This design comes from an exercise in tuning for small area, a short achievable clock period and few clock cycles per item on the open sky130 flow, not from production work.
Function was checked by simulation only, so behaviour that the tests miss may differ from the original.
No activity file was given, so power comes from the tool's default toggle rates.

==> design.v <==
`default_nettype none
package toeq_pkg;
   localparam int TimeWidth  = 32;
   localparam int IdentWidth = 16;
   localparam int FillWidth  = 5;
   localparam int EntryWidth = TimeWidth + 1 + IdentWidth;
   typedef enum logic {
      OP_INSERT = 1'b0,
      OP_REMOVE = 1'b1
   } op_type;
   typedef enum logic [1:0] {
      ST_OK    = 2'd0,
      ST_FULL  = 2'd1,
      ST_EMPTY = 2'd2
   } status_type;
endpackage
`default_nettype wire
`default_nettype none
module toeq_cell
(
   input  wire logic                              clock,
   input  wire logic                              write,
   input  wire logic [toeq_pkg::EntryWidth-1:0]   new_entry,
   output logic      [toeq_pkg::EntryWidth-1:0]   entry
);
   logic [toeq_pkg::EntryWidth-1:0] entry_ff;
   always_ff @(posedge clock) begin
      if (write) begin
         entry_ff <= new_entry;
      end
   end
   assign entry = entry_ff;
endmodule
`default_nettype wire
`default_nettype none
module time_ordered_event_queue
#(
   parameter int DEPTH = 16
) (
   input  wire logic                  clock,
   input  wire logic                  reset,
   input  wire logic                  req_valid,
   output logic                       req_stall,
   input  wire logic                  req_operation,
   input  wire logic [toeq_pkg::TimeWidth-1:0]  req_event_key_time,
   input  wire logic                  req_event_kind,
   input  wire logic [toeq_pkg::IdentWidth-1:0] req_event_ident,
   output logic                       rsp_valid,
   input  wire logic                  rsp_stall,
   output logic                       rsp_head_valid,
   output logic [toeq_pkg::TimeWidth-1:0]       rsp_head_time,
   output logic                       rsp_head_kind,
   output logic [toeq_pkg::IdentWidth-1:0]      rsp_head_ident,
   output logic [toeq_pkg::FillWidth-1:0]       rsp_fill_count,
   output logic [1:0]                 rsp_status
);
   localparam int EW = toeq_pkg::EntryWidth;
   localparam int TW = toeq_pkg::TimeWidth;
   localparam int CountWidth = $clog2(DEPTH + 1);
   logic                  r0_valid;
   logic                  r0_ins;      
   logic                  r0_rem;      
   toeq_pkg::status_type  r0_status;
   logic [DEPTH-1:0]      r0_slot;     
   logic [DEPTH-1:0]      r0_lt;       
   logic [DEPTH-1:0][EW-1:0]        slot;
   logic [DEPTH-1:0]                slot_valid;
   logic [DEPTH-1:0][DEPTH-1:0]     ahead_ff;  
   logic [DEPTH-1:0][DEPTH-1:0]     ahead;     
   logic [DEPTH-1:0]                head_oh;
   logic [CountWidth-1:0]           count_ff;
   logic                            empty_ff, one_ff, fifteen_ff;
   logic [DEPTH-1:0]                next_slot;  
   logic                            next_head;  
   logic [DEPTH-1:0]                write_slot;
   logic                  s2_valid;
   toeq_pkg::status_type  s2_status;
   logic                  rsp_valid_ff;
   logic                  rsp_head_valid_ff;
   logic [EW-1:0]         rsp_head_ff;
   logic [CountWidth-1:0] rsp_count_ff;
   toeq_pkg::status_type  rsp_status_ff;
   logic                  full_ff;     
   logic                  rsp_take, s2_move, exec, r0_load, accept;
   logic                  r0_valid_in, s2_valid_in, rsp_valid_in;
   logic                  is_full, ins_ok, rem_ok, full_in, empty_in;
   logic                  r0_ins_in, r0_rem_in;
   logic [DEPTH-1:0]      slot_valid_in, head_oh_in, next_slot_in;
   logic [DEPTH-1:0]      avail, avail_low, behind, second_oh, rest;
   logic                  new_is_head;
   logic [CountWidth-1:0] count_in;
   logic [DEPTH-1:0]      cmp;
   logic [EW-1:0]         head_data;
   function automatic logic time_lt(input logic [TW-1:0] a, input logic [TW-1:0] b);
      logic [TW-1:0] g, p;
      g = ~a & b;
      p = ~a | b;
      for (int w = 1; w < TW; w = w * 2) begin
         for (int k = 0; k + w < TW; k = k + 2 * w) begin
            g[k] = g[k+w] | (p[k+w] & g[k]);
            p[k] = p[k+w] & p[k];
         end
      end
      time_lt = g[0];
   endfunction
   assign rsp_take  = rsp_valid_ff && !rsp_stall;
   assign s2_move   = s2_valid && (!rsp_valid_ff || rsp_take);
   assign req_stall = full_ff && rsp_stall;
   assign r0_load   = !(r0_valid && s2_valid && rsp_valid_ff && rsp_stall);
   assign exec      = r0_valid && r0_load;
   assign accept    = req_valid && r0_load;
   assign r0_valid_in  = accept || (r0_valid && !exec);
   assign s2_valid_in  = exec || (s2_valid && !s2_move);
   assign rsp_valid_in = s2_move || (rsp_valid_ff && !rsp_take);
   assign is_full = count_ff[CountWidth-1];
   assign ins_ok  = r0_valid && r0_ins;
   assign rem_ok  = r0_valid && r0_rem;
   always_comb begin
      count_in = count_ff;
      if (ins_ok) count_in = count_ff + 1'b1;
      if (rem_ok) count_in = count_ff - 1'b1;
   end
   assign full_in  = is_full ? !rem_ok : (fifteen_ff && ins_ok);
   assign empty_in = empty_ff ? !ins_ok : (one_ff && rem_ok);
   assign behind      = slot_valid & ~r0_lt;
   assign new_is_head = (behind == '0);
   assign rest = slot_valid & ~head_oh;
   for (genvar j = 0; j < DEPTH; j++) begin : g_order
      for (genvar k = 0; k < DEPTH; k++) begin : g_pair
         if (j < k) begin : g_upper
            assign ahead[j][k] = ahead_ff[j][k];
            always_ff @(posedge clock) begin
               if (r0_load && ins_ok && r0_slot[j]) begin
                  ahead_ff[j][k] <= r0_lt[k];
               end else if (r0_load && ins_ok && r0_slot[k]) begin
                  ahead_ff[j][k] <= !r0_lt[j];
               end
            end
         end else if (j > k) begin : g_lower
            assign ahead[j][k] = !ahead_ff[k][j];
         end else begin : g_diag
            assign ahead[j][k] = 1'b0;
         end
      end
      always_comb begin
         second_oh[j] = rest[j];
         for (int k = 0; k < DEPTH; k++) begin
            if (rest[k] && ahead[k][j]) second_oh[j] = 1'b0;
         end
      end
   end
   always_comb begin
      slot_valid_in = slot_valid;
      head_oh_in    = head_oh;
      if (ins_ok) begin
         slot_valid_in = slot_valid | r0_slot;
         if (new_is_head) head_oh_in = r0_slot;
      end
      if (rem_ok) begin
         slot_valid_in = slot_valid & ~head_oh;
         head_oh_in    = second_oh;
      end
   end
   assign r0_ins_in = req_valid && req_operation == toeq_pkg::OP_INSERT && !full_in;
   assign r0_rem_in = req_valid && req_operation == toeq_pkg::OP_REMOVE && !empty_in;
   assign write_slot = next_slot | (next_head ? head_oh : '0);
   assign avail = ~slot_valid_in & ~(r0_ins_in ? write_slot : '0);
   for (genvar j = 0; j < DEPTH; j++) begin : g_free
      if (j == 0) begin : g_first
         assign avail_low[j] = avail[j];
      end else begin : g_rest
         assign avail_low[j] = avail[j] && !(|avail[j-1:0]);
      end
   end
   for (genvar j = 0; j < DEPTH; j++) begin : g_slot
      toeq_cell u_cell (
         .clock     (clock),
         .write     (r0_load && write_slot[j]),
         .new_entry ({req_event_key_time, req_event_kind, req_event_ident}),
         .entry     (slot[j])
      );
      assign cmp[j] = time_lt(req_event_key_time, slot[j][EW-1 -: TW]);
   end
   always_comb begin
      head_data = '0;
      for (int j = 0; j < DEPTH; j++) head_data = head_data | ({EW{head_oh[j]}} & slot[j]);
   end
   assign next_slot_in = avail_low;
   always_ff @(posedge clock) begin
      if (reset) begin
         slot_valid <= '0;
         head_oh    <= '0;
         next_slot  <= DEPTH'(1);
         next_head  <= 1'b0;
      end else if (r0_load) begin
         slot_valid <= slot_valid_in;
         head_oh    <= head_oh_in;
         next_slot  <= next_slot_in;
         next_head  <= !(|avail) && r0_rem_in;
      end
   end
   always_ff @(posedge clock) begin
      if (reset) begin
         r0_valid     <= 1'b0;
         count_ff     <= '0;
         empty_ff     <= 1'b1;
         one_ff       <= 1'b0;
         fifteen_ff   <= 1'b0;
         s2_valid     <= 1'b0;
         rsp_valid_ff <= 1'b0;
         full_ff      <= 1'b0;
      end else begin
         r0_valid     <= r0_valid_in;
         if (r0_load) begin
            count_ff   <= count_in;
            empty_ff   <= empty_in;
            one_ff     <= (count_in == CountWidth'(1));
            fifteen_ff <= (count_in == CountWidth'(DEPTH - 1));
         end
         s2_valid     <= s2_valid_in;
         rsp_valid_ff <= rsp_valid_in;
         full_ff      <= r0_valid_in && s2_valid_in && rsp_valid_in;
      end
   end
   always_ff @(posedge clock) begin
      if (r0_load) begin
         r0_ins  <= r0_ins_in;
         r0_rem  <= r0_rem_in;
         r0_slot <= write_slot;
         r0_lt   <= cmp;
         if (req_operation == toeq_pkg::OP_INSERT) begin
            r0_status <= full_in ? toeq_pkg::ST_FULL : toeq_pkg::ST_OK;
         end else begin
            r0_status <= empty_in ? toeq_pkg::ST_EMPTY : toeq_pkg::ST_OK;
         end
      end
      if (exec) begin
         s2_status <= r0_status;
      end
      if (s2_move) begin
         rsp_head_valid_ff <= !empty_ff;
         rsp_head_ff       <= head_data;
         rsp_count_ff      <= count_ff;
         rsp_status_ff     <= s2_status;
      end
   end
   assign rsp_valid      = rsp_valid_ff;
   assign rsp_head_valid = rsp_head_valid_ff;
   assign rsp_head_time  = rsp_head_ff[EW-1 -: TW];
   assign rsp_head_kind  = rsp_head_ff[toeq_pkg::IdentWidth];
   assign rsp_head_ident = rsp_head_ff[toeq_pkg::IdentWidth-1:0];
   assign rsp_fill_count = rsp_count_ff;
   assign rsp_status     = rsp_status_ff;
endmodule
`default_nettype wire
==> flow/run.sh <==
#!/bin/bash
# Standard layout, except that the port buffers are sky130_fd_sc_hd__buf_4 cells
# (resizable like any buffer) instead of the flow's default pick.
set -euo pipefail
export BUFFER_PORTS_ARGS="-buffer_cell sky130_fd_sc_hd__buf_4"
bash standard.sh > standard.log 2>&1
==> standard.sh <==
#!/bin/bash
# synth_recipe.tcl (not shown) runs the flow's synth.tcl, then flattens the netlist and writes it again
# the make line also repeats each setting of config.mk as NAME=value (left out here)
make -C /OpenROAD-flow-scripts/flow DESIGN_CONFIG=/design/flow/config.mk WORK_HOME=/design/flow/orfs CLKGATE_MAP_FILE= SYNTH_SCRIPT=/design/flow/synth_recipe.tcl "${@:-finish}"
==> config.mk <==
export PLATFORM = sky130hd
export DESIGN_NAME = time_ordered_event_queue
export DESIGN_NICKNAME = time_ordered_event_queue
export VERILOG_FILES = /design/flow/design.v
export SDC_FILE = /design/flow/constraint.sdc
export NUM_CORES = 4
export LEC_CHECK = 0
export ABC_AREA = 1
export CAP_MARGIN = 20
export CORE_MARGIN = 2
export CORE_UTILIZATION = 40
export CTS_CLUSTER_DIAMETER = 80
export CTS_CLUSTER_SIZE = 25
export SETUP_SLACK_MARGIN = 2.1
export SLEW_MARGIN = 20
==> constraint.sdc <==
create_clock -name core_clock -period 4.5 [get_ports {clock}]
set_input_delay 0.9000 -clock core_clock [delete_from_list [all_inputs] [get_ports {clock}]]
set_output_delay 0.9000 -clock core_clock [all_outputs]
set_load 0.01 [all_outputs]
==> key figures, run 1 <==
Global routing
  • Total GRT Usage: 28.2%
  • Initial antenna violation count: 8
  • Total gr overflow: 0
  • Largest net degree at the start of global routing: 54
  • Global-route wire length before repair: around 260 mm
  • Vias in the first global route: ~37000

Layout
  • Layout Nets: between 5000 and 6000
  • Area grow syn2layout: 11.1%
  • Non-Filler Instances: 6727
  • Post-route core utilization: 44.7%
  • Multi-input logic area: 0.0160 sq mm
  • Fin area: 0.0552 sq mm
  • Fillers: 11600
  • Layout cells sized above 1: 10.1%
  • Area occupied by registers: between 0.03 and 0.04 sq mm

Placed design
  • I/O Buffers: 112
  • Pre-CTS setup slack: 0.919 ns
  • GP Congestion: 0.988
  • Cell Area, Placed: 0.0524 sq mm
  • DP HPWL: between 100 and 150 mm
  • Placed insts: around 6600

STA
  • Clock period minus worst slack: between 2 and 2.5 ns
  • Worst-Margin Slew: 1.01 ns
  • RSZ-0062 raised after global routing: yes
  • Period utilization: 55.1%
  • Worst clock skew: roughly 0.058 ns
  • Endpoints failing setup: 0
  • Highest Clock Rate: 403 MHz
  • WHS: between 0.4 and 0.5 ns
  • Relative slew slack: between 30% and 40%
  • Final Worst Setup Slack: a little over 2 ns
  • Final Max Tran Viols: 0
  • Final total negative setup slack: 0 ns
  • Final Hold Viols: 0

Yosys
  • Commonest cells post-synth: nand2_1, edfxtp_1, o21ai_0
  • Number of synthesized register bits: ~1100
  • Seq/Total Area, Yosys: a little over three fifths
  • Synth cell types: 57
  • Top_reg_cell synth: edfxtp_1
  • Post-synth net total: 5055
  • Synth Instances: 4999
  • Most common cell in the netlist: nand2_1
  • Synth area leader: edfxtp_1
  • Synth top area cells: edfxtp_1, nand2_1, o21ai_0
  • Cell Area, Synth: 0.0497 sq mm
  • Async SR Flop Fraction: 0%
  • Ys Warns: 2
  • Top cell type's share of synthesized area: between 60 and 70%
  • Syn_area_per_cell: 9.94 sq um
  • Post-synth EDFFs: 999

Clock network
  • CTS tree: built
  • Clock sinks: 1060
  • Hold-fix buffers, CTS: 0
  • Clock-pin slew on the worst setup and hold paths: 0.10 ns
  • Clock buffer depth: 3
  • Clk latency of the worst-skew pair: around 0.77 ns
  • Clock root buffer master: clkbuf_16
  • CTS Buf Count: 60
  • Htree depth: 2

Worst setup path
  • Worst Path Max Fanout: 29
  • Reg2Reg Setup Slack: 2.10 ns
  • CP arrival: between 2 and 3 ns
  • R2R cell count: 5
  • Kind of critical path: in2reg
  • CP Capture Type: register
  • Startpoint types: input port
  • FF-to-FF End: g_slot[12].u_cell.entry_ff[47]$_DFFE_PP_
  • RR Startpoint: head_oh[12]$_SDFFE_PP0P_
  • Worst EP required: 4.96 ns

Routing
  • Vias/cell: 6.02
  • 1st-pass router iterations: 6
  • DRT iter0 DRCs: 6138
  • Final wirelength: 185 mm
  • Post-route ant nets: 0
  • WL per Instance: about 27 um
  • DRC viols: 0
  • Vias: 40500

Status
  • Run status: finished clean

Worst hold path
  • WHS Endpoint: s2_status[1]$_DFFE_PP_
  • Hold depth: 0
  • Hold Startpoint: r0_status[1]$_SDFFCE_PN0N_
  • Worst hold-check path type: reg2reg

Floorplanning
  • Top-Level Pins: 113
  • Core area: 0.123 sq mm
  • Starting density of the core: 40.3%
  • Chip width: 357 um
  • Placement Rows: 129
  • Die Y: 357 um
  • Die area: between 0.1 and 0.15 sq mm

Power
  • Leakage power: approximately 21 nW
  • Peak VDD IR: 331 uV
  • Pwr/cell area: 358 mW/mm^2
  • Total Power: around 20 mW

Flow run
  • MaxCap Viol Count: 0
[cell families (layout without fill, tap and decap cells)]
logic type	after synthesis	count (layout)	share of synthesized area, %
buf+inv	700	789	5.59
other cells	0	2	0
fa+ha+maj	2	2	0.0503
simple gates	2095	2095	17.5
xor+xnor	2	2	0.0352
flops	1060	1060	62.8
compound gates	1140	1140	14.0
[power breakdown]
| part | switching [mW] | internal (mW) | total (mW) |
|---|---|---|---|
| Clock | 3.73 | 2.77 | 6.49 |
| Combinational | 1.51 | 0.562 | 2.07 |
| Sequential | 0.162 | 11.1 | 11.2 |
[state kept, by name, indices dropped and copies added (netlist names), 5 cells and up]
register and flops:
g_slot.u_cell.entry_ff 784, ahead 120, rsp_head_ff 49, head_oh 16, next_slot 16, r0_lt 16
r0_slot 16, slot_valid 16, count_ff 5, rsp_count_ff 5
[cells in the final DEF, fill, tap and decap left out, types with 49 or more instances in the layout]
cell type,count
a211oi_1,49
a21oi_1,184
a221oi_1,108
buf_4,196
clkbuf_16,60
edfxtp_1,999
inv_1,406
nand2_1,1308
nand3_1,199
nand4_1,97
nor2_1,331
o21ai_0,431
o22ai_1,158
[worst max-delay path: stages]
cell,delay (ns)
buf_6,0.22
clkinvlp_4,0.19
buf_4,0.18
or2_2,0.29
o21ai_0,0.08
nor2_1,0.08
o21ai_1,0.29
a31oi_1,0.08
nor2_1,0.27
nand2_1,0.17
nand2_1,0.10
nand2_1,0.06
[area by class of cell]
class / instances / area share (%)
sequential: 1060 / 56.6
tap: 1637 / 3.71
timing repair inverter: 13 / 0.150
antenna: 2 / 0.00906
clock inverter: 36 / 0.960
inverter: 439 / 3.13
timing repair buffer: 232 / 3.63
clock buffer: 69 / 2.80
multi-input combinational: 3239 / 29.0
[how the worst max path moves through the flow]
stage	startpoint	end	slack [ns]	depth (start not counted)
floorplan	rsp_stall	g_slot[2].u_cell.entry_ff[0]$_DFFE_PP_	2.00	4
global placement	req_event_key_time[3]	r0_lt[14]$_DFFE_PN_	0.96	11
detailed placement	req_event_key_time[3]	r0_lt[14]$_DFFE_PN_	0.92	11
CTS	rsp_head_ff[25]$_DFFE_PP_	rsp_head_time[8]	2.10	1
global route	req_event_key_time[15]	r0_lt[12]$_DFFE_PN_	2.02	12
finish	req_event_key_time[15]	r0_lt[9]$_DFFE_PN_	2.02	12
[layer usage]
| layer | vias to the layer above | share of wire, % | GRT usage [%] |
|---|---|---|---|
| met5 | - | 0.036 | 0 |
| met4 | 10 | 5.2 | 12.6 |
| li1 | 17800 | - | - |
| met2 | 2549 | 45 | 43.8 |
| met3 | 479 | 11 | 5.41 |
| met1 | 19700 | 39 | 38.4 |
[what timing repair did]
action / in CTS / in global routing
setup buffers: 17 / 17
endpoints found under the setup margin: 981 / 96
cloned: 7 / 6
pin swaps: 5 / 1
resized for setup: 63 / 39
Testbench counts, summed over its fixed seeds: cycles 16,024, requests 16,000.
==> run 2: changes to the inputs <==
--- a/config.mk
+++ b/config.mk
@@ -10,6 +10,6 @@
 export CORE_MARGIN = 2
-export CORE_UTILIZATION = 40
+export CORE_UTILIZATION = 55
 export CTS_CLUSTER_DIAMETER = 80
 export CTS_CLUSTER_SIZE = 25
-export SETUP_SLACK_MARGIN = 2.1
+export SETUP_SLACK_MARGIN = 2.3
 export SLEW_MARGIN = 20
==> key figures, run 2 <==
Status
  • Run status: finished clean (unchanged)

Worst setup path
  • Critical-path cell list: buf_6 (was buf_6 > clkinvlp_4 > buf_4 > or2_2 > o21ai_0 > nor2_1 > o21ai_1 > a31oi_1 > nor2_1 > nand2_1 > nand2_1 > nand2_1)
  • Worst EP required: 3.60 ns (was 4.96 ns)
  • Max incr delay on CP: 0.47 ns (was 0.29 ns)
  • Crit-path leading delay family: flip-flops (was simple AND/OR/NAND/NOR gates)
  • CP Capture Type: output pin (was register)
  • Worst Path Max Fanout: 1 (was 29)
  • Kind of critical path: reg2out (was in2reg)
  • Slowest cell on crit path: edfxtp_1 (was or2_2)
  • CP arrival: 1.36 ns (was 2.94 ns)
  • Startpoint types: register (was input port)
  • Crit path buffers/inverters: 1 (was 3)

STA
  • Worst-Margin Slew: 1.10 ns (was 1.01 ns)
  • Highest Clock Rate: 443 MHz (was 403 MHz)
  • Endpoints failing setup: 0 (unchanged)
  • Final Max Tran Viols: 0 (unchanged)
  • Final Hold Viols: 0 (unchanged)
  • Clock period minus worst slack: 2.26 ns (was 2.48 ns)
  • WHS: 0.431 ns (was 0.429 ns)
  • RSZ-0062 raised after global routing: yes (unchanged)
  • Final total negative setup slack: 0 ns (unchanged)
  • Period utilization: 50.1% (was 55.1%)
  • Worst clock skew: 0.0433 ns (was 0.0576 ns)
  • Final Worst Setup Slack: 2.24 ns (was 2.02 ns)
  • Relative slew slack: 26.9% (was 32.2%)

Yosys
  • Top_reg_cell synth: edfxtp_1 (unchanged)
  • Synth Instances: 4999 (unchanged)
  • Top cell type's share of synthesized area: 60.4% (unchanged)
  • Syn_area_per_cell: 9.94 sq um (unchanged)
  • Post-synth net total: 5055 (unchanged)
  • Synth cell types: 57 (unchanged)
  • Post-synth EDFFs: 999 (unchanged)
  • Seq/Total Area, Yosys: 62.8% (unchanged)
  • Ys Warns: 2 (unchanged)
  • Synth top area cells: edfxtp_1, nand2_1, o21ai_0 (unchanged)
  • Cell Area, Synth: 0.0497 sq mm (unchanged)
  • Most common cell in the netlist: nand2_1 (unchanged)
  • Number of synthesized register bits: 1060 (unchanged)
  • Commonest cells post-synth: nand2_1, edfxtp_1, o21ai_0 (unchanged)
  • Synth area leader: edfxtp_1 (unchanged)
  • Async SR Flop Fraction: 0% (unchanged)

Placed design
  • I/O Buffers: 112 (unchanged)
  • DP HPWL: 115 mm (was 120 mm)
  • GP Congestion: 1.02 (was 0.988)
  • Pre-CTS setup slack: 0.941 ns (was 0.919 ns)

Clock network
  • Clock-pin slew on the worst setup and hold paths: 0.10 ns (about the same)
  • Clk latency of the worst-skew pair: 0.74 ns (was 0.77 ns)
  • CTS Buf Count: 55 (was 60)
  • Hold-fix buffers, CTS: 0 (unchanged)
  • Clock root buffer master: clkbuf_16 (unchanged)
  • CTS tree: built (unchanged)
  • Clock sinks: 1060 (unchanged)
  • Htree depth: 2 (unchanged)
  • Clock buffer depth: 3 (unchanged)

Routing
  • DRC viols: 0 (unchanged)
  • 1st-pass router iterations: 6 (unchanged)
  • WL per Instance: 29.1 um (was 27.5 um)
  • Vias: 40900 (was 40500)
  • Post-route ant nets: 0 (unchanged)
  • Vias/cell: 6.48 (was 6.02)
  • DRT iter0 DRCs: 6367 (was 6138)
  • Final wirelength: 184 mm (was 185 mm)

Floorplanning
  • Chip width: 305 um (was 357 um)
  • Core area: 0.0897 sq mm (was 0.123 sq mm)
  • Top-Level Pins: 113 (unchanged)
  • Die Y: 305 um (was 357 um)
  • Placement Rows: 110 (was 129)
  • Starting density of the core: 55.4% (was 40.3%)
  • Die area: 0.0928 sq mm (was 0.127 sq mm)

Power
  • Leakage power: 21.2 nW (was 20.9 nW)
  • Pwr/cell area: 350 mW/mm^2 (was 358 mW/mm^2)
  • Peak VDD IR: 433 uV (was 331 uV)

Layout
  • Number of flip-flops in the largest register: 784 (unchanged)
  • Most frequent cells in the layout: nand2_1, edfxtp_1, o21ai_0 (unchanged)
  • Area grow syn2layout: 11.4% (was 11.1%)
  • Register with the most flip-flops: g_slot.u_cell.entry_ff (unchanged)
  • Layout Nets: 5154 (was 5101)
  • Commonest non-fill, non-tap cell in the layout: nand2_1 (unchanged)
  • Post-route core utilization: 61.7% (was 44.7%)
  • Layout cells sized above 1: 11.6% (was 10.1%)

Flow run
  • MaxCap Viol Count: 0 (unchanged)

Global routing
  • Total GRT Usage: 38.7% (was 28.2%)
  • Total gr overflow: 0 (unchanged)
  • Vias in the first global route: 37400 (was 37300)
  • Initial antenna violation count: 6 (was 8)
  • Global-route wire length before repair: 260 mm (was 262 mm)
  • Largest net degree at the start of global routing: 92 (was 54)

Worst hold path
  • Worst hold-check path type: reg2reg (unchanged)
==> run 2: cell counts after synthesis <==
No cell type changed its count.
==> run 2: cells by family (layout without fill, tap and decap cells) <==
kind of cell,count (synthesis),in the layout,synth area share [%]
xor gates and xnor gates,2,2,0.0352
AOI/OAI and AO/OA,1140,1141,14.0
DFF,1060,1060,62.8
adders and majority gates,2,2,0.0503
other,0,5,0
and+or+nand+nor,2095,2096,17.5
buffers and inverters,700,834,5.59
==> run 2: routing by layer <==
layer / share of wire (%) / vias up / wire (um) / global-route usage [%]
met2: 45 / 2775 / 82100 / 59.6
met5: 0.036 / - / 66 / 0
met4: 5.6 / 8 / 10200 / 18.7
li1: - / 17900 / - / -
met1: 38 / 19700 / 69100 / 52.6
met3: 12 / 542 / 22000 / 7.98
==> run 2: repair_timing <==
item,4_1_cts,5_1_grt
setup endpoints to repair,1120,303
pin swaps,6,12
setup buffers,33,50
cloned,15,7
gates resized for setup,141,107
hold endpoints to repair,0,0
==> run 2: power breakdown <==
group,internal (mW),switching [mW]
clock,2.54,3.46
combinational,0.608,1.54
sequential,11.1,0.143
total,14.2,5.15
==> run 2: worst paths after layout <==
check	depth (start not counted)	endpoint	startpoint	slack, ns
max	1	rsp_head_time[11]	rsp_head_ff[28]$_DFFE_PP_	2.24
min	0	rsp_status_ff[1]$_DFFE_PP_	s2_status[1]$_DFFE_PP_	0.43
max reg2reg	5	rsp_head_ff[22]$_DFFE_PP_	head_oh[14]$_SDFFE_PP0P_	2.25
min reg2reg	0	rsp_status_ff[1]$_DFFE_PP_	s2_status[1]$_DFFE_PP_	0.43
==> run 2: layout make-up <==
type                            instances  area, sq um
Antenna cell                            5         12.5
Clock inverter                         25          368
Tap cell                             1176         1470
Fill cell                            7521        34400
Clock buffer                           69         1430
Multi-Input combinational cell       3241        16200
Timing Repair Buffer                  284         2670
Inverter                              439         1780
Sequential cell                      1060        31300
Timing Repair inverter                 17          120
==> run 2: through the flow <==
step / instance area, sq um / power, mW / instances
5_1_grt: 55400 / 19.8 / 6311
2_1_floorplan: 49900 / 12.4 / 4999
3_5_place_dp: 51800 / 13.3 / 6112
4_1_cts: 54500 / 19.2 / 6254
6_report: 55400 / 19.4 / 6316
3_3_place_gp: 51800 / 13.3 / 6112
==> run 3: changes to the inputs <==
--- a/config.mk
+++ b/config.mk
@@ -13,3 +13,3 @@
 export CTS_CLUSTER_SIZE = 25
-export SETUP_SLACK_MARGIN = 2.3
+export SETUP_SLACK_MARGIN = 2.5
 export SLEW_MARGIN = 20
==> key figures, run 3 <==
STA
  • Endpoints failing setup: 0 (unchanged)
  • Final Worst Setup Slack: 2.33 ns (was 2.24 ns)
  • Highest Clock Rate: 461 MHz (was 443 MHz)
  • Period utilization: 48.2% (was 50.1%)
  • Worst clock skew: 0.0268 ns (was 0.0433 ns)
  • Final total negative setup slack: 0 ns (unchanged)
  • Worst-Margin Slew: 0.889 ns (was 1.10 ns)
  • WHS: 0.432 ns (was 0.431 ns)
  • RSZ-0062 raised after global routing: yes (unchanged)
  • Final Hold Viols: 0 (unchanged)
  • Relative slew slack: 40.7% (was 26.9%)
  • Clock period minus worst slack: 2.17 ns (was 2.26 ns)
  • Final Max Tran Viols: 0 (unchanged)

Yosys
  • Synth top area cells: edfxtp_1, nand2_1, o21ai_0 (unchanged)
  • Top cell type's share of synthesized area: 60.4% (unchanged)
  • Ys Warns: 2 (unchanged)
  • Synth Instances: 4999 (unchanged)
  • Cell Area, Synth: 0.0497 sq mm (unchanged)
  • Commonest cells post-synth: nand2_1, edfxtp_1, o21ai_0 (unchanged)
  • Post-synth net total: 5055 (unchanged)
  • Top_reg_cell synth: edfxtp_1 (unchanged)
  • Syn_area_per_cell: 9.94 sq um (unchanged)
  • Seq/Total Area, Yosys: 62.8% (unchanged)
  • Post-synth EDFFs: 999 (unchanged)
  • Number of synthesized register bits: 1060 (unchanged)
  • Most common cell in the netlist: nand2_1 (unchanged)
  • Synth area leader: edfxtp_1 (unchanged)
  • Async SR Flop Fraction: 0% (unchanged)
  • Synth cell types: 57 (unchanged)

Flow run
  • MaxCap Viol Count: 0 (unchanged)

Routing
  • Vias/cell: 6.49 (was 6.48)
  • Post-route ant nets: 0 (unchanged)
  • 1st-pass router iterations: 7 (was 6)
  • DRC viols: 0 (unchanged)
  • Final wirelength: 187 mm (was 184 mm)
  • Vias: 41700 (was 40900)
  • DRT iter0 DRCs: 6643 (was 6367)
  • WL per Instance: 29.2 um (was 29.1 um)

Layout
  • Fin area: 0.0572 sq mm (was 0.0554 sq mm)
  • Register with the most flip-flops: g_slot.u_cell.entry_ff (unchanged)
  • Layout cells sized above 1: 14.7% (was 11.6%)
  • Area grow syn2layout: 15.1% (was 11.4%)
  • Most frequent cells in the layout: nand2_1, edfxtp_1, o21ai_0 (unchanged)
  • Layout Nets: 5249 (was 5154)
  • Commonest non-fill, non-tap cell in the layout: nand2_1 (unchanged)
  • Number of flip-flops in the largest register: 784 (unchanged)

Floorplanning
  • Starting density of the core: 55.4% (unchanged)
  • Top-Level Pins: 113 (unchanged)
  • Core area: 0.0897 sq mm (unchanged)
  • Die Y: 305 um (unchanged)
  • Chip width: 305 um (unchanged)
  • Placement Rows: 110 (unchanged)
  • Die area: 0.0928 sq mm (unchanged)

Worst setup path
  • Critical-path cell list: buf_6 (unchanged)
  • CP arrival: 1.27 ns (was 1.36 ns)
  • Worst Path Max Fanout: 1 (unchanged)
  • Slowest cell on crit path: edfxtp_1 (unchanged)
  • Kind of critical path: reg2out (unchanged)
  • R2R cell count: 5 (unchanged)
  • Startpoint types: register (unchanged)
  • Max incr delay on CP: 0.43 ns (was 0.47 ns)
  • Worst EP required: 3.60 ns (about the same)
  • Crit path buffers/inverters: 1 (unchanged)
  • Crit-path leading delay family: flip-flops (unchanged)
  • WP depth: 1 (unchanged)
  • CP Capture Type: output pin (unchanged)

Clock network
  • Clock sinks: 1060 (unchanged)
  • Clock buffer depth: 3 (unchanged)
  • CTS tree: built (unchanged)
  • Hold-fix buffers, CTS: 0 (unchanged)
  • Clock-pin slew on the worst setup and hold paths: 0.10 ns (about the same)
  • Clock root buffer master: clkbuf_16 (unchanged)
  • Clk latency of the worst-skew pair: 0.70 ns (was 0.74 ns)
  • Htree depth: 2 (unchanged)
  • CTS Buf Count: 55 (unchanged)

Global routing
  • Initial antenna violation count: 11 (was 6)
  • Vias in the first global route: 38000 (was 37400)
  • Total gr overflow: 0 (unchanged)
  • Largest net degree at the start of global routing: 82 (was 92)
  • Global-route wire length before repair: 260 mm (about the same)
  • Total GRT Usage: 38.5% (was 38.7%)

Placed design
  • GP Congestion: 0.992 (was 1.02)
  • Cell Area, Placed: 0.0518 sq mm (about the same)
  • DP HPWL: 113 mm (was 115 mm)
  • Pre-CTS setup slack: 0.855 ns (was 0.941 ns)
  • I/O Buffers: 112 (unchanged)

Power
  • Pwr/cell area: 342 mW/mm^2 (was 350 mW/mm^2)
  • Peak VDD IR: 322 uV (was 433 uV)
  • Leakage power: 22.0 nW (was 21.2 nW)

Status
  • Run status: finished clean (unchanged)

Worst hold path
  • Worst hold-check path type: reg2reg (unchanged)
  • Hold depth: 0 (unchanged)
run 3: cell families (layout without fill, tap and decap cells):
family / after synthesis / count (layout) / synth area share, %
DFF: 1060 / 1060 / 62.8
and+or+nand+nor: 2095 / 2099 / 17.5
buffers and inverters: 700 / 934 / 5.59
other: 0 / 6 / 0
adders and majority gates: 2 / 2 / 0.0503
AOI/OAI and AO/OA: 1140 / 1140 / 14.0
xor gates and xnor gates: 2 / 2 / 0.0352
run 3: routing by layer:
| metal | GRT usage, % | part of all wire, % | routed length (um) |
|---|---|---|---|
| met4 | 20.1 | 6.0 | 11300 |
| met5 | 0 | 0.026 | 48 |
| met3 | 7.49 | 12 | 22000 |
| met1 | 51.9 | 37 | 69900 |
| met2 | 59.7 | 45 | 83900 |
run 3: area by class of cell:
cell class | instances | area (sq um)
antenna | 6 | 15.0
sequential | 1060 | 31300
tap | 1176 | 1470
fill | 7252 | 32500
inverter | 439 | 1840
clock inverter | 30 | 348
clock buffer | 71 | 1450
timing repair buffer | 375 | 4010
timing repair inverter | 19 | 141
multi-input combinational | 3243 | 16700
run 3: power by group:
part / internal [mW] / total (mW) / switching, mW / leakage (nW)
Sequential: 11.1 / 11.2 / 0.148 / 9.68
Combinational: 0.741 / 2.39 / 1.65 / 11.4
Clock: 2.51 / 5.95 / 3.44 / 0.867
Total: 14.3 / 19.5 / 5.23 / 22.0
run 3: timing repair:
action                                  in CTS  in global routing
setup buffers                               91                 77
endpoints found under the setup margin    1212                755
cloned                                      20                 15
pin swaps                                   20                 57
resized for setup                          272                220
run 3: worst paths after layout:
check	start	endpoint	slack (ns)
worst max-delay path	rsp_head_ff[28]$_DFFE_PP_	rsp_head_time[11]	2.33
worst min-delay path	r0_status[1]$_SDFFCE_PN0N_	s2_status[1]$_DFFE_PP_	0.43
worst max register to register	head_oh[7]$_SDFFE_PP0P_	rsp_head_ff[45]$_DFFE_PP_	2.43
worst min register to register	r0_status[1]$_SDFFCE_PN0N_	s2_status[1]$_DFFE_PP_	0.43
run 3: metrics by stage:
step                      utilization [%]  total power [mW]  std cells
final                                63.8              19.5       6419
after floorplan                         -              12.4       4999
after global routing                 63.8              20.0       6413
after CTS                            61.9              19.3       6321
after global placement               57.7              13.3       6108
after detailed placement             57.7              13.3       6109
==> run 4: changes to the inputs <==
--- a/config.mk
+++ b/config.mk
@@ -10,3 +10,3 @@
 export CORE_MARGIN = 2
-export CORE_UTILIZATION = 55
+export CORE_UTILIZATION = 62
 export CTS_CLUSTER_DIAMETER = 80
==> key figures, run 4 <==
STA
  • Clock period minus worst slack: 2.24 ns (was 2.17 ns)
  • Endpoints failing setup: 0 (unchanged)
  • Highest Clock Rate: 446 MHz (was 461 MHz)
  • RSZ-0062 raised after global routing: yes (unchanged)
  • Final total negative setup slack: 0 ns (unchanged)
  • Final Hold Viols: 0 (unchanged)
  • WHS: 0.437 ns (was 0.432 ns)
  • Period utilization: 49.8% (was 48.2%)
  • Worst-Margin Slew: 0.981 ns (was 0.889 ns)
  • Relative slew slack: 34.6% (was 40.7%)
  • Worst clock skew: 0.0311 ns (was 0.0268 ns)
  • Final Max Tran Viols: 0 (unchanged)

Floorplanning
  • Starting density of the core: 62.8% (was 55.4%)
  • Die area: 0.0825 sq mm (was 0.0928 sq mm)
  • Top-Level Pins: 113 (unchanged)
  • Core area: 0.0791 sq mm (was 0.0897 sq mm)
  • Placement Rows: 103 (was 110)
  • Chip width: 287 um (was 305 um)
  • Die Y: 287 um (was 305 um)

Clock network
  • Clock sinks: 1060 (unchanged)
  • Clock-pin slew on the worst setup and hold paths: 0.10 ns (about the same)
  • Clock root buffer master: clkbuf_16 (unchanged)
  • Htree depth: 2 (unchanged)
  • CTS tree: built (unchanged)
  • Hold-fix buffers, CTS: 0 (unchanged)
  • Clk latency of the worst-skew pair: 0.70 ns (about the same)
  • Clock buffer depth: 3 (unchanged)
  • CTS Buf Count: 53 (was 55)

Yosys
  • Post-synth EDFFs: 999 (unchanged)
  • Number of synthesized register bits: 1060 (unchanged)
  • Post-synth net total: 5055 (unchanged)
  • Async SR Flop Fraction: 0% (unchanged)
  • Syn_area_per_cell: 9.94 sq um (unchanged)
  • Most common cell in the netlist: nand2_1 (unchanged)
  • Top cell type's share of synthesized area: 60.4% (unchanged)
  • Synth Instances: 4999 (unchanged)
  • Synth area leader: edfxtp_1 (unchanged)
  • Seq/Total Area, Yosys: 62.8% (unchanged)
  • Synth cell types: 57 (unchanged)
  • Synth top area cells: edfxtp_1, nand2_1, o21ai_0 (unchanged)
  • Commonest cells post-synth: nand2_1, edfxtp_1, o21ai_0 (unchanged)
  • Ys Warns: 2 (unchanged)
  • Top_reg_cell synth: edfxtp_1 (unchanged)
  • Cell Area, Synth: 0.0497 sq mm (unchanged)

Routing
  • DRT iter0 DRCs: 7132 (was 6643)
  • Vias: 42800 (was 41700)
  • Vias/cell: 6.79 (was 6.49)
  • Post-route ant nets: 0 (unchanged)
  • WL per Instance: 29.3 um (was 29.2 um)
  • Final wirelength: 185 mm (was 187 mm)
  • 1st-pass router iterations: 7 (unchanged)
  • DRC viols: 0 (unchanged)

Layout
  • Area occupied by registers: 0.0313 sq mm (about the same)
  • Multi-input logic area: 0.0167 sq mm (about the same)
  • Area grow syn2layout: 15.0% (was 15.1%)
  • Layout Nets: 5259 (was 5249)
  • Fillers: 5595 (was 7252)
  • Number of flip-flops in the largest register: 784 (unchanged)
  • Post-route core utilization: 72.3% (was 63.8%)
  • Layout cells sized above 1: 15.0% (was 14.7%)
  • Commonest non-fill, non-tap cell in the layout: nand2_1 (unchanged)
  • Register with the most flip-flops: g_slot.u_cell.entry_ff (unchanged)
  • Non-Filler Instances: 6302 (was 6419)
  • Most frequent cells in the layout: nand2_1, edfxtp_1, o21ai_0 (unchanged)

Worst setup path
  • Crit-path leading delay family: simple AND/OR/NAND/NOR gates (was flip-flops)
  • Max incr delay on CP: 0.51 ns (was 0.43 ns)
  • RR Startpoint: r0_lt[13]$_DFFE_PN_ (was head_oh[7]$_SDFFE_PP0P_)
  • Critical-path cell list: clkinvlp_4 > nand2_1 > o2111ai_1 > nor3_2 > nand2_1 > nand2_4 > clkinvlp_4 > buf_4 > nor2_1 > nor2_1 (was buf_6)
  • Worst Path Max Fanout: 4 (was 1)
  • CP Capture Type: register (was output pin)
  • Slowest cell on crit path: edfxtp_1 (unchanged)
  • Crit path buffers/inverters: 3 (was 1)
  • Kind of critical path: reg2reg (was reg2out)
  • CP arrival: 2.80 ns (was 1.27 ns)
  • Setup crit start: r0_lt[13]$_DFFE_PN_ (was rsp_head_ff[28]$_DFFE_PP_)
  • Startpoint types: register (unchanged)
  • Worst EP required: 5.06 ns (was 3.60 ns)

Global routing
  • Initial antenna violation count: 9 (was 11)
  • Global-route wire length before repair: 256 mm (was 260 mm)
  • Total GRT Usage: 42.8% (was 38.5%)
  • Largest net degree at the start of global routing: 50 (was 82)
  • Vias in the first global route: 38800 (was 38000)
  • Total gr overflow: 0 (unchanged)

Placed design
  • DP HPWL: 110 mm (was 113 mm)
  • Placed insts: 5972 (was 6109)
  • I/O Buffers: 112 (unchanged)
  • GP Congestion: 1.01 (was 0.992)

Flow run
  • MaxCap Viol Count: 0 (unchanged)

Status
  • Run status: finished clean (unchanged)

Power
  • Peak VDD IR: 396 uV (was 322 uV)
  • Leakage power: 22.0 nW (about the same)
  • Pwr/cell area: 338 mW/mm^2 (was 342 mW/mm^2)

Worst hold path
  • Worst hold-check path type: reg2reg (unchanged)
  • Hold Startpoint: s2_status[1]$_DFFE_PP_ (was r0_status[1]$_SDFFCE_PN0N_)
==> run 4: cell counts after synthesis <==
Identical to the previous run, type by type.
==> run 4: final cells by class <==
class,count,share of cell area [%]
Inverter,439,3.24
Clock inverter,22,0.521
Timing Repair inverter,20,0.256
Tap cell,1050,2.30
Sequential cell,1060,54.7
Multi-Input combinational cell,3246,29.2
Clock buffer,74,2.49
Antenna cell,8,0.0350
Timing Repair Buffer,383,7.22
==> run 4: worst paths after layout <==
path | depth (start not counted) | endpoint | slack (ns)
min reg2reg | 0 | rsp_status_ff[1]$_DFFE_PP_ | 0.44
max reg2reg | 10 | head_oh[15]$_SDFFE_PP0P_ | 2.26
min | 0 | rsp_status_ff[1]$_DFFE_PP_ | 0.44
max | 10 | head_oh[15]$_SDFFE_PP0P_ | 2.26
==> run 4: kinds of logic after synthesis <==
family | after synthesis | synth area share (%)
adder cells (fa/ha/maj) | 2 | 0.0503
AO/OA/AOI/OAI | 1140 | 14.0
XOR/XNOR | 2 | 0.0352
buffers and inverters | 700 | 5.59
flip-flops | 1060 | 62.8
AND/OR/NAND/NOR | 2095 | 17.5
==> run 4: metal layers <==
| layer | GRT usage [%] | part of all wire (%) | up-vias | wire length (um) |
|---|---|---|---|---|
| met2 | 64.0 | 43 | 3830 | 79700 |
| met4 | 23.9 | 7.4 | 6 | 13600 |
| li1 | - | - | 18100 | - |
| met1 | 58.5 | 34 | 20000 | 63000 |
| met3 | 9.70 | 15 | 817 | 28100 |
| met5 | 0 | 0.029 | - | 53 |
==> run 4: stage by stage <==
stage | area (sq um) | setup slack, ns | total power, mW
finish | 57200 | 2.26 | 19.3
global route | 57200 | 2.27 | 19.7
CTS | 55300 | 2.27 | 19.0
detailed placement | 51500 | 1.01 | 13.3
global placement | 51500 | 1.03 | 13.3
floorplan | 49900 | 2.00 | 12.4
==> run 4: what timing repair did <==
| action | CTS | global route |
|---|---|---|
| resized for setup | 283 | 238 |
| pin swaps | 28 | 43 |
| setup endpoints to repair | 1225 | 488 |
| cloned | 28 | 14 |
| setup buffers | 95 | 89 |
==> run 4: worst register-to-register path: cells and delay by family (launching register included) <==
family / cells / cell delay, ns
AND/OR/NAND/NOR: 6 / 0.84
buffers and inverters: 3 / 0.56
AO/OA/AOI/OAI: 1 / 0.20
flip-flops: 1 / 0.51
==> run 4: report_power, final <==
part | internal, mW | switching [mW] | total (mW)
combinational | 0.719 | 1.61 | 2.33
sequential | 11.1 | 0.145 | 11.2
clock | 2.43 | 3.34 | 5.78
total | 14.2 | 5.10 | 19.3
==> run 5: changes to the inputs <==
--- a/config.mk
+++ b/config.mk
@@ -10,3 +10,3 @@
 export CORE_MARGIN = 2
-export CORE_UTILIZATION = 62
+export CORE_UTILIZATION = 50
 export CTS_CLUSTER_DIAMETER = 80
==> key figures, run 5 <==
Status
  • Run status: finished clean (unchanged)

Layout
  • Fillers: 8372 (was 5595)
  • Commonest non-fill, non-tap cell in the layout: nand2_1 (unchanged)
  • Most frequent cells in the layout: nand2_1, edfxtp_1, o21ai_0 (unchanged)
  • Fin area: 0.0575 sq mm (was 0.0572 sq mm)
  • Number of flip-flops in the largest register: 784 (unchanged)
  • Layout Nets: 5248 (was 5259)
  • Layout cells sized above 1: 14.7% (was 15.0%)
  • Register with the most flip-flops: g_slot.u_cell.entry_ff (unchanged)
  • Area grow syn2layout: 15.7% (was 15.0%)
  • Non-Filler Instances: 6528 (was 6302)

Global routing
  • GR Layer Usage met1: 48.4% (was 58.5%)
  • Gr busiest metal: met2 (unchanged)
  • Total gr overflow: 0 (unchanged)
  • Initial antenna violation count: 5 (was 9)
  • Global-route wire length before repair: 265 mm (was 256 mm)
  • Total GRT Usage: 35.8% (was 42.8%)
  • Largest net degree at the start of global routing: 58 (was 50)
  • Met2 GRT Util: 54.5% (was 64.0%)
  • Global-route met3 utilization: 7.62% (was 9.70%)
  • Vias in the first global route: 38000 (was 38800)

Floorplanning
  • Placement Rows: 115 (was 103)
  • Top-Level Pins: 113 (unchanged)
  • Core area: 0.0984 sq mm (was 0.0791 sq mm)
  • Die Y: 319 um (was 287 um)
  • Chip width: 319 um (was 287 um)
  • Die area: 0.102 sq mm (was 0.0825 sq mm)
  • Starting density of the core: 50.5% (was 62.8%)

Placed design
  • Placed insts: 6216 (was 5972)
  • I/O Buffers: 112 (unchanged)
  • Pre-CTS setup slack: 0.991 ns (was 1.01 ns)
  • DP HPWL: 115 mm (was 110 mm)
  • Cell Area, Placed: 0.0519 sq mm (was 0.0515 sq mm)
  • GP Congestion: 0.995 (was 1.01)

Yosys
  • Number of synthesized register bits: 1060 (unchanged)
  • Syn_area_per_cell: 9.94 sq um (unchanged)
  • Commonest cells post-synth: nand2_1, edfxtp_1, o21ai_0 (unchanged)
  • Cell Area, Synth: 0.0497 sq mm (unchanged)
  • Post-synthesis compound-gate area fraction: 14.0% (unchanged)
  • Top cell type's share of synthesized area: 60.4% (unchanged)
  • Top_reg_cell synth: edfxtp_1 (unchanged)
  • Mux cell area share after synthesis: 0% (unchanged)
  • Synth cell types: 57 (unchanged)
  • Async SR Flop Fraction: 0% (unchanged)
  • Synth Area in Simple Gates: 17.5% (unchanged)
  • Seq/Total Area, Yosys: 62.8% (unchanged)
  • Ys Warns: 2 (unchanged)
  • Most common cell in the netlist: nand2_1 (unchanged)
  • Post-synth net total: 5055 (unchanged)
  • Synth top area cells: edfxtp_1, nand2_1, o21ai_0 (unchanged)
  • Synth Area in Adders: 0.0503% (unchanged)
  • Post-synth EDFFs: 999 (unchanged)
  • Synth Instances: 4999 (unchanged)
  • Synth area leader: edfxtp_1 (unchanged)
  • Synthesized-area fraction occupied by xor and xnor cells: 0.0352% (unchanged)
  • Main combinational cell family by area after synthesis: simple AND/OR/NAND/NOR gates (unchanged)

Worst setup path
  • FF-to-FF End: rsp_head_ff[21]$_DFFE_PP_ (was head_oh[15]$_SDFFE_PP0P_)
  • Reg2Reg Setup Slack: 2.48 ns (was 2.26 ns)
  • Crit-path leading delay family: flip-flops (was simple AND/OR/NAND/NOR gates)
  • CP Capture Type: output pin (was register)
  • Critical-path cell list: buf_6 (was clkinvlp_4 > nand2_1 > o2111ai_1 > nor3_2 > nand2_1 > nand2_4 > clkinvlp_4 > buf_4 > nor2_1 > nor2_1)
  • Max incr delay on CP: 0.51 ns (about the same)
  • Crit path buffers/inverters: 1 (was 3)
  • CP arrival: 1.40 ns (was 2.80 ns)
  • Startpoint types: register (unchanged)
  • Kind of critical path: reg2out (was reg2reg)
  • Slowest cell on crit path: edfxtp_1 (unchanged)
  • Worst Path Max Fanout: 1 (was 4)
  • Worst EP required: 3.60 ns (was 5.06 ns)
  • RR Startpoint: head_oh[5]$_SDFFE_PP0P_ (was r0_lt[13]$_DFFE_PN_)
  • R2R cell count: 5 (was 10)

Worst hold path
  • WHS Endpoint: g_slot[4].u_cell.entry_ff[28]$_DFFE_PP_ (was rsp_status_ff[1]$_DFFE_PP_)
  • Worst hold-check path type: in2reg (was reg2reg)
  • Hold Startpoint: req_event_key_time[11] (was s2_status[1]$_DFFE_PP_)
  • Hold depth: 1 (was 0)

STA
  • Final Max Tran Viols: 0 (unchanged)
  • Clock period minus worst slack: 2.30 ns (was 2.24 ns)
  • Relative slew slack: 44.7% (was 34.6%)
  • Final Worst Setup Slack: 2.20 ns (was 2.26 ns)
  • Worst-Margin Slew: 0.830 ns (was 0.981 ns)
  • Final total negative setup slack: 0 ns (unchanged)
  • Final Hold Viols: 0 (unchanged)
  • Highest Clock Rate: 434 MHz (was 446 MHz)
  • WHS: 0.405 ns (was 0.437 ns)
  • Endpoints failing setup: 0 (unchanged)
  • Period utilization: 51.1% (was 49.8%)
  • RSZ-0062 raised after global routing: yes (unchanged)
  • Worst clock skew: 0.0328 ns (was 0.0311 ns)

Routing
  • DRT iter0 DRCs: 6284 (was 7132)
  • DRC viols: 0 (unchanged)
  • Vias/cell: 6.39 (was 6.79)
  • Post-route ant nets: 0 (unchanged)
  • WL per Instance: 29.1 um (was 29.3 um)
  • 1st-pass router iterations: 6 (was 7)
  • Final wirelength: 190 mm (was 185 mm)
  • Vias: 41700 (was 42800)

Clock network
  • Clock sinks: 1060 (unchanged)
  • CTS Buf Count: 56 (was 53)
  • Hold-fix buffers, CTS: 0 (unchanged)
  • Clock buffer depth: 3 (unchanged)
  • Htree depth: 2 (unchanged)
  • CTS tree: built (unchanged)
  • Clock-pin slew on the worst setup and hold paths: 0.09 ns (was 0.10 ns)
  • Clock root buffer master: clkbuf_16 (unchanged)
  • Clk latency of the worst-skew pair: 0.73 ns (was 0.70 ns)

Power
  • Leakage power: 22.0 nW (about the same)
  • Peak VDD IR: 351 uV (was 396 uV)
  • Pwr/cell area: 341 mW/mm^2 (was 338 mW/mm^2)

Flow run
  • MaxCap Viol Count: 0 (unchanged)
-- run 5: cell counts after synthesis --
No cell type changed its count.
-- run 5: power breakdown --
group / internal [mW] / switching, mW
sequential: 11.1 / 0.148
combinational: 0.750 / 1.62
clock: 2.55 / 3.52
-- run 5: through the flow --
step | total power [mW] | util [%]
CTS | 19.4 | 56.8
global placement | 13.3 | 52.7
finish | 19.6 | 58.4
detailed placement | 13.3 | 52.7
floorplan | 12.4 | -
global route | 20.1 | 58.4
-- run 5: final cells by class --
cell class / count / area [sq um] / area share, %
inverters: 439 / 1870 / 3.25
flip-flops and latches: 1060 / 31300 / 54.4
clock buffers: 73 / 1510 / 2.62
multi-input cells: 3244 / 16700 / 29.0
well taps: 1287 / 1610 / 2.80
repair buffers: 372 / 4090 / 7.12
clock inverters: 28 / 325 / 0.566
repair inverters: 19 / 140 / 0.244
diodes: 6 / 15.0 / 0.0261
-- run 5: repair_timing --
action	in CTS	in global routing
setup endpoints to repair	1256	422
gates cloned	27	9
setup buffers	108	61
pin swaps	18	53
gates resized for setup	291	240
-- run 5: per-layer routing --
layer | wire length, um | part of all wire, %
met1 | 73100 | 38
met5 | 0 | 0
met4 | 11400 | 6.0
met3 | 21200 | 11
met2 | 84200 | 44
-- run 5: cell families (layout without fill, tap and decap cells) --
group / after synthesis / after routing
DFF: 1060 / 1060
other: 0 / 6
adders and majority gates: 2 / 2
and+or+nand+nor: 2095 / 2096
buffers and inverters: 700 / 931
AOI/OAI and AO/OA: 1140 / 1144
xor gates and xnor gates: 2 / 2
-- run 5: worst max path at each step --
stage / from / endpoint / slack (ns) / cells after the start
2_1_floorplan: rsp_stall / g_slot[2].u_cell.entry_ff[0]$_DFFE_PP_ / 2.00 / 4
3_3_place_gp: rsp_stall / r0_lt[6]$_DFFE_PN_ / 1.03 / 7
3_5_place_dp: rsp_stall / r0_lt[7]$_DFFE_PN_ / 0.99 / 7
4_1_cts: rsp_head_ff[47]$_DFFE_PP_ / rsp_head_time[30] / 2.16 / 1
5_1_grt: rsp_head_ff[47]$_DFFE_PP_ / rsp_head_time[30] / 2.19 / 1
6_report: rsp_head_ff[47]$_DFFE_PP_ / rsp_head_time[30] / 2.20 / 1
==> run 6: changes to the inputs <==
--- a/config.mk
+++ b/config.mk
@@ -10,6 +10,6 @@
 export CORE_MARGIN = 2
-export CORE_UTILIZATION = 50
+export CORE_UTILIZATION = 55
 export CTS_CLUSTER_DIAMETER = 80
 export CTS_CLUSTER_SIZE = 25
-export SETUP_SLACK_MARGIN = 2.5
+export SETUP_SLACK_MARGIN = 2.65
 export SLEW_MARGIN = 20
==> key figures, run 6 <==
Status
  • Run status: finished clean (unchanged)

Power
  • Peak VDD IR: 408 uV (was 351 uV)
  • Sw frac: 26.9% (about the same)
  • Psw: 5.29 mW (was 5.28 mW)
  • Internal: 14.4 mW (about the same)
  • Pwr/cell area: 326 mW/mm^2 (was 341 mW/mm^2)
  • Clock Power Share: 29.6% (was 30.9%)
  • Comb power frac: 13.3% (was 12.0%)
  • Leakage power: 23.1 nW (was 22.0 nW)
  • Share of power burned in registers: 57.1% (about the same)

Layout
  • Non-Filler Instances: 6510 (was 6528)
  • Number of flip-flops in the largest register: 784 (unchanged)
  • Post-route core utilization: 67.2% (was 58.4%)
  • Fillers: 6880 (was 8372)
  • Area grow syn2layout: 21.3% (was 15.7%)
  • Register with the most flip-flops: g_slot.u_cell.entry_ff (unchanged)
  • Commonest non-fill, non-tap cell in the layout: nand2_1 (unchanged)
  • Most frequent cells in the layout: nand2_1, edfxtp_1, inv_1 (was nand2_1, edfxtp_1, o21ai_0)
  • Layout Nets: 5346 (was 5248)
  • Layout cells sized above 1: 20.4% (was 14.7%)

STA
  • Final total negative setup slack: 0 ns (unchanged)
  • Worst clock skew: 0.0383 ns (was 0.0328 ns)
  • Endpoints failing setup: 0 (unchanged)
  • Final Hold Viols: 0 (unchanged)
  • Clock period minus worst slack: 2.16 ns (was 2.30 ns)
  • Final Max Tran Viols: 0 (unchanged)
  • RSZ-0062 raised after global routing: yes (unchanged)
  • Period utilization: 48.1% (was 51.1%)
  • Highest Clock Rate: 462 MHz (was 434 MHz)
  • Worst-Margin Slew: 0.805 ns (was 0.830 ns)
  • WHS: 0.392 ns (was 0.405 ns)
  • Relative slew slack: 46.3% (was 44.7%)

Yosys
  • Number of synthesized register bits: 1060 (unchanged)
  • Commonest cells post-synth: nand2_1, edfxtp_1, o21ai_0 (unchanged)
  • Post-synth EDFFs: 999 (unchanged)
  • Cell Area, Synth: 0.0497 sq mm (unchanged)
  • Seq/Total Area, Yosys: 62.8% (unchanged)
  • Top cell type's share of synthesized area: 60.4% (unchanged)
  • Async SR Flop Fraction: 0% (unchanged)
  • Synth area leader: edfxtp_1 (unchanged)
  • Synth cell types: 57 (unchanged)
  • Ys Warns: 2 (unchanged)
  • Synth Instances: 4999 (unchanged)
  • Top_reg_cell synth: edfxtp_1 (unchanged)
  • Synth top area cells: edfxtp_1, nand2_1, o21ai_0 (unchanged)
  • Most common cell in the netlist: nand2_1 (unchanged)
  • Syn_area_per_cell: 9.94 sq um (unchanged)
  • Post-synth net total: 5055 (unchanged)

Worst setup path
  • Critical-path cell list: buf_6 (unchanged)
  • Worst Path Max Fanout: 1 (unchanged)
  • Max incr delay on CP: 0.42 ns (was 0.51 ns)
  • Kind of critical path: reg2out (unchanged)
  • Startpoint types: register (unchanged)
  • CP arrival: 1.26 ns (was 1.40 ns)
  • Worst EP required: 3.60 ns (about the same)
  • CP Capture Type: output pin (unchanged)
  • Crit-path leading delay family: flip-flops (unchanged)
  • Crit path buffers/inverters: 1 (unchanged)
  • Slowest cell on crit path: edfxtp_1 (unchanged)

Clock network
  • Clk latency of the worst-skew pair: 0.71 ns (was 0.73 ns)
  • CTS Buf Count: 53 (was 56)
  • Clock buffer depth: 3 (unchanged)
  • Clock sinks: 1060 (unchanged)
  • Clock-pin slew on the worst setup and hold paths: 0.10 ns (was 0.09 ns)
  • Clock root buffer master: clkbuf_16 (unchanged)
  • CTS tree: built (unchanged)
  • Hold-fix buffers, CTS: 0 (unchanged)
  • Htree depth: 2 (unchanged)

Floorplanning
  • Die area: 0.0928 sq mm (was 0.102 sq mm)
  • Chip width: 305 um (was 319 um)
  • Top-Level Pins: 113 (unchanged)
  • Core area: 0.0897 sq mm (was 0.0984 sq mm)
  • Starting density of the core: 55.4% (was 50.5%)
  • Placement Rows: 110 (was 115)
  • Die Y: 305 um (was 319 um)

Routing
  • DRT iter0 DRCs: 6731 (was 6284)
  • 1st-pass router iterations: 11 (was 6)
  • WL per Instance: 30.1 um (was 29.1 um)
  • Vias/cell: 6.60 (was 6.39)
  • Final wirelength: 196 mm (was 190 mm)
  • DRC viols: 0 (unchanged)
  • Post-route ant nets: 0 (unchanged)
  • Vias: 43000 (was 41700)

Global routing
  • Initial antenna violation count: 7 (was 5)
  • Global-route wire length before repair: 270 mm (was 265 mm)
  • Largest net degree at the start of global routing: 58 (unchanged)
  • Total gr overflow: 0 (unchanged)
  • Total GRT Usage: 40.2% (was 35.8%)
  • Vias in the first global route: 39100 (was 38000)

Placed design
  • DP HPWL: 112 mm (was 115 mm)
  • GP Congestion: 0.995 (about the same)
  • I/O Buffers: 112 (unchanged)
  • Placed insts: 6104 (was 6216)

Flow run
  • MaxCap Viol Count: 0 (unchanged)

Worst hold path
  • Worst hold-check path type: in2reg (unchanged)
==> run 6: cell counts after synthesis <==
No cell type changed its count.
==> run 6: cell type report <==
type | instances | area [sq um] | area share (%)
repair buffers | 474 | 5840 | 9.68
diodes | 6 | 15.0 | 0.0249
flip-flops and latches | 1060 | 31300 | 51.9
clock inverters | 22 | 285 | 0.473
clock buffers | 71 | 1400 | 2.33
repair inverters | 20 | 150 | 0.249
multi-input cells | 3242 | 17900 | 29.8
well taps | 1176 | 1470 | 2.44
inverters | 439 | 1880 | 3.13
==> run 6: kinds of logic after synthesis <==
kind of cell,share of synthesized area (%)
and+or+nand+nor,17.5
AOI/OAI and AO/OA,14.0
DFF,62.8
buffers and inverters,5.59
xor gates and xnor gates,0.0352
adders and majority gates,0.0503
==> run 6: power groups by stage <==
| stage | Clock [mW] | Sequential, mW | Combinational (mW) |
|---|---|---|---|
| CTS | 5.80 | 11.2 | 2.30 |
| finish | 5.81 | 11.2 | 2.62 |
| global route | 6.13 | 11.2 | 2.72 |
| detailed placement | 0 | 11.4 | 1.90 |
| global placement | 0 | 11.4 | 1.88 |
| floorplan | 0 | 11.4 | 1.04 |
==> run 6: worst paths after layout <==
path | startpoint | end | slack, ns | cells after the start
hold / removal | req_event_key_time[29] | g_slot[9].u_cell.entry_ff[46]$_DFFE_PP_ | 0.39 | 1
hold reg to reg | s2_status[1]$_DFFE_PP_ | rsp_status_ff[1]$_DFFE_PP_ | 0.43 | 0
setup reg to reg | head_oh[6]$_SDFFE_PP0P_ | head_oh[12]$_SDFFE_PP0P_ | 2.37 | 10
setup / recovery | rsp_head_ff[29]$_DFFE_PP_ | rsp_head_time[12] | 2.34 | 1
==> run 6: timing repair <==
| action | CTS | global route |
|---|---|---|
| endpoints found under the hold margin | 0 | 0 |
| pin swaps | 99 | 152 |
| buffers inserted | 171 | 80 |
| resized for setup | 570 | 417 |
| endpoints found under the setup margin | 1261 | 507 |
| cloned | 38 | 17 |
==> run 6: routing by layer <==
layer  up-vias  routed length, um  track usage, %  part of all wire [%]
met2      3210              86700            61.9                    44
li1      18300                  -               -                     -
met3       707              25200            8.68                    13
met5         -                111               0                 0.057
met4         6              13300            21.0                   6.8
met1     20700              70500            53.9                    36
==> run 6: metrics by stage <==
stage	cell area (sq um)	power [mW]	worst slack, ns
final	60300	19.6	2.34
after global routing	60300	20.1	2.30
after CTS	57700	19.3	2.30
after detailed placement	51700	13.3	0.995
after global placement	51700	13.3	1.04
after floorplan	50000	12.4	2.00
==> run 7: changes to the inputs <==
--- a/config.mk
+++ b/config.mk
@@ -10,6 +10,6 @@
 export CORE_MARGIN = 2
-export CORE_UTILIZATION = 55
+export CORE_UTILIZATION = 57
 export CTS_CLUSTER_DIAMETER = 80
 export CTS_CLUSTER_SIZE = 25
-export SETUP_SLACK_MARGIN = 2.65
+export SETUP_SLACK_MARGIN = 2.42
 export SLEW_MARGIN = 20
==> key figures, run 7 <==
Status
  • Run status: finished clean (unchanged)

Routing
  • WL per Instance: 28.6 um (was 30.1 um)
  • Final wirelength: 182 mm (was 196 mm)
  • DRT iter0 DRCs: 6131 (was 6731)
  • 1st-pass router iterations: 9 (was 11)
  • Vias: 41400 (was 43000)
  • DRC viols: 0 (unchanged)
  • Post-route ant nets: 0 (unchanged)
  • Vias/cell: 6.52 (was 6.60)

Layout
  • Multi-input logic area: 0.0164 sq mm (was 0.0179 sq mm)
  • Most frequent cells in the layout: nand2_1, edfxtp_1, o21ai_0 (was nand2_1, edfxtp_1, inv_1)
  • Layout cells sized above 1: 13.4% (was 20.4%)
  • Number of flip-flops in the largest register: 784 (unchanged)
  • Area occupied by registers: 0.0313 sq mm (about the same)
  • Fillers: 6879 (was 6880)
  • Commonest non-fill, non-tap cell in the layout: nand2_1 (unchanged)
  • Area grow syn2layout: 13.1% (was 21.3%)
  • Layout Nets: 5211 (was 5346)
  • Register with the most flip-flops: g_slot.u_cell.entry_ff (unchanged)

Yosys
  • Top_reg_cell synth: edfxtp_1 (unchanged)
  • Seq/Total Area, Yosys: 62.8% (unchanged)
  • Post-synth net total: 5055 (unchanged)
  • Number of synthesized register bits: 1060 (unchanged)
  • Commonest cells post-synth: nand2_1, edfxtp_1, o21ai_0 (unchanged)
  • Synth cell types: 57 (unchanged)
  • Post-synth EDFFs: 999 (unchanged)
  • Syn_area_per_cell: 9.94 sq um (unchanged)
  • Cell Area, Synth: 0.0497 sq mm (unchanged)
  • Top cell type's share of synthesized area: 60.4% (unchanged)
  • Async SR Flop Fraction: 0% (unchanged)
  • Synth top area cells: edfxtp_1, nand2_1, o21ai_0 (unchanged)
  • Synth area leader: edfxtp_1 (unchanged)
  • Ys Warns: 2 (unchanged)
  • Most common cell in the netlist: nand2_1 (unchanged)
  • Synth Instances: 4999 (unchanged)

STA
  • Final Hold Viols: 0 (unchanged)
  • Endpoints failing setup: 0 (unchanged)
  • Relative slew slack: 21.4% (was 46.3%)
  • Highest Clock Rate: 452 MHz (was 462 MHz)
  • Worst clock skew: 0.0282 ns (was 0.0383 ns)
  • Period utilization: 49.2% (was 48.1%)
  • Worst-Margin Slew: 1.18 ns (was 0.805 ns)
  • RSZ-0062 raised after global routing: yes (unchanged)
  • Final total negative setup slack: 0 ns (unchanged)
  • Clock period minus worst slack: 2.21 ns (was 2.16 ns)
  • Final Max Tran Viols: 0 (unchanged)

Placed design
  • GP Congestion: 1.01 (was 0.995)
  • I/O Buffers: 112 (unchanged)
  • DP HPWL: 115 mm (was 112 mm)

Worst setup path
  • Crit-path leading delay family: flip-flops (unchanged)
  • Worst EP required: 3.60 ns (about the same)
  • Startpoint types: register (unchanged)
  • FF-to-FF End: g_slot[12].u_cell.entry_ff[14]$_DFFE_PP_ (was head_oh[12]$_SDFFE_PP0P_)
  • Slowest cell on crit path: edfxtp_1 (unchanged)
  • Reg2Reg Setup Slack: 2.40 ns (was 2.37 ns)
  • Worst Path Max Fanout: 1 (unchanged)
  • Max incr delay on CP: 0.47 ns (was 0.42 ns)
  • RR Startpoint: head_oh[12]$_SDFFE_PP0P_ (was head_oh[6]$_SDFFE_PP0P_)
  • CP arrival: 1.31 ns (was 1.26 ns)
  • R2R cell count: 4 (was 10)
  • Kind of critical path: reg2out (unchanged)
  • CP Capture Type: output pin (unchanged)
  • Critical-path cell list: buf_6 (unchanged)
  • Crit path buffers/inverters: 1 (unchanged)

Clock network
  • Clock sinks: 1060 (unchanged)
  • Clock-pin slew on the worst setup and hold paths: 0.10 ns (about the same)
  • CTS Buf Count: 54 (was 53)
  • Clk latency of the worst-skew pair: 0.69 ns (was 0.71 ns)
  • Htree depth: 2 (unchanged)
  • Clock root buffer master: clkbuf_16 (unchanged)
  • Clock buffer depth: 3 (unchanged)
  • CTS tree: built (unchanged)
  • Hold-fix buffers, CTS: 0 (unchanged)

Floorplanning
  • Starting density of the core: 57.4% (was 55.4%)
  • Die Y: 299 um (was 305 um)
  • Core area: 0.0866 sq mm (was 0.0897 sq mm)
  • Top-Level Pins: 113 (unchanged)
  • Chip width: 299 um (was 305 um)
  • Die area: 0.0896 sq mm (was 0.0928 sq mm)
  • Placement Rows: 108 (was 110)

Global routing
  • Global-route wire length before repair: 258 mm (was 270 mm)
  • Initial antenna violation count: 9 (was 7)
  • Largest net degree at the start of global routing: 97 (was 58)
  • Total gr overflow: 0 (unchanged)
  • Total GRT Usage: 39.7% (was 40.2%)
  • Vias in the first global route: 37700 (was 39100)

Worst hold path
  • Hold Startpoint: s2_status[1]$_DFFE_PP_ (was req_event_key_time[29])
  • Worst hold-check path type: reg2reg (was in2reg)
  • Hold depth: 0 (was 1)
  • WHS Endpoint: rsp_status_ff[1]$_DFFE_PP_ (was g_slot[9].u_cell.entry_ff[46]$_DFFE_PP_)

Flow run
  • MaxCap Viol Count: 0 (unchanged)

Power
  • Leakage power: 21.6 nW (was 23.1 nW)
  • Total Power: 19.3 mW (was 19.6 mW)
  • Peak VDD IR: 394 uV (was 408 uV)
  • Pwr/cell area: 342 mW/mm^2 (was 326 mW/mm^2)
run 7: cell counts after synthesis:
No cell type changed its count.
run 7: logic make-up after synthesis:
kind of cell | count (synthesis) | synth area share, %
buf+inv | 700 | 5.59
flops | 1060 | 62.8
compound gates | 1140 | 14.0
simple gates | 2095 | 17.5
xor+xnor | 2 | 0.0352
fa+ha+maj | 2 | 0.0503
run 7: per-layer routing:
layer	routed length [um]	GRT usage, %
met1	66800	53.8
met2	80500	60.9
met3	22600	8.17
met4	11600	20.9
met5	55	0
run 7: area by class of cell:
class	instances	area share, %
antenna	3	0.0134
inverter	439	3.23
clock buffer	68	2.50
timing repair buffer	344	6.06
timing repair inverter	16	0.200
clock inverter	26	0.576
tap	1155	2.57
sequential	1060	55.6
multi-input combinational	3240	29.2
run 7: what timing repair did:
| item | 4_1_cts | 5_1_grt |
|---|---|---|
| buffers inserted | 90 | 57 |
| setup endpoints to repair | 1215 | 297 |
| endpoints found under the hold margin | 0 | 0 |
| pin swaps | 23 | 36 |
| resized for setup | 226 | 155 |
| gates cloned | 15 | 3 |
run 7: worst max path at each step:
stage          cells after the start  slack (ns)                                      to                 startpoint
3_5_place_dp                      10        0.93                      r0_lt[3]$_DFFE_PN_      req_event_key_time[3]
2_1_floorplan                      4        2.00  g_slot[2].u_cell.entry_ff[0]$_DFFE_PP_                  rsp_stall
6_report                           1        2.29                       rsp_head_time[11]  rsp_head_ff[28]$_DFFE_PP_
3_3_place_gp                      11        0.94                      r0_lt[6]$_DFFE_PN_      req_event_key_time[3]
5_1_grt                            1        2.27                       rsp_head_time[11]  rsp_head_ff[28]$_DFFE_PP_
4_1_cts                            1        2.27                       rsp_head_time[11]  rsp_head_ff[28]$_DFFE_PP_
run 7: worst register-to-register path, delay by kind of cell (launching register included):
kind | cells | cell delay, ns
simple gates | 1 | 0.25
flops | 1 | 0.34
compound gates | 1 | 0.34
buf+inv | 2 | 0.80
run 7: power by group:
part	total (mW)	internal (mW)	switching [mW]
clock network	5.84	2.44	3.40
logic	2.20	0.652	1.55
registers	11.2	11.1	0.152
run 7: stage by stage:
step | instance area, sq um | instances | utilization [%] | hold slack, ns | setup slack (ns)
final | 56200 | 6351 | 64.9 | 0.433 | 2.29
after CTS | 55200 | 6288 | 63.7 | 0.435 | 2.27
after global routing | 56200 | 6348 | 64.9 | 0.448 | 2.27
after global placement | 51700 | 6086 | 59.7 | 0.405 | 0.943
after detailed placement | 51800 | 6089 | 59.8 | 0.412 | 0.928
after floorplan | 49900 | 4999 | - | 0.400 | 2.00

Check on run 7: ideal ports give 2.286 ns setup slack; a clkbuf_16 on the clock port and buf_2 on the inputs give 2.211 ns; moving port delays by the midpoint clock arrival (0.754 ns) as well gives 1.571 ns.
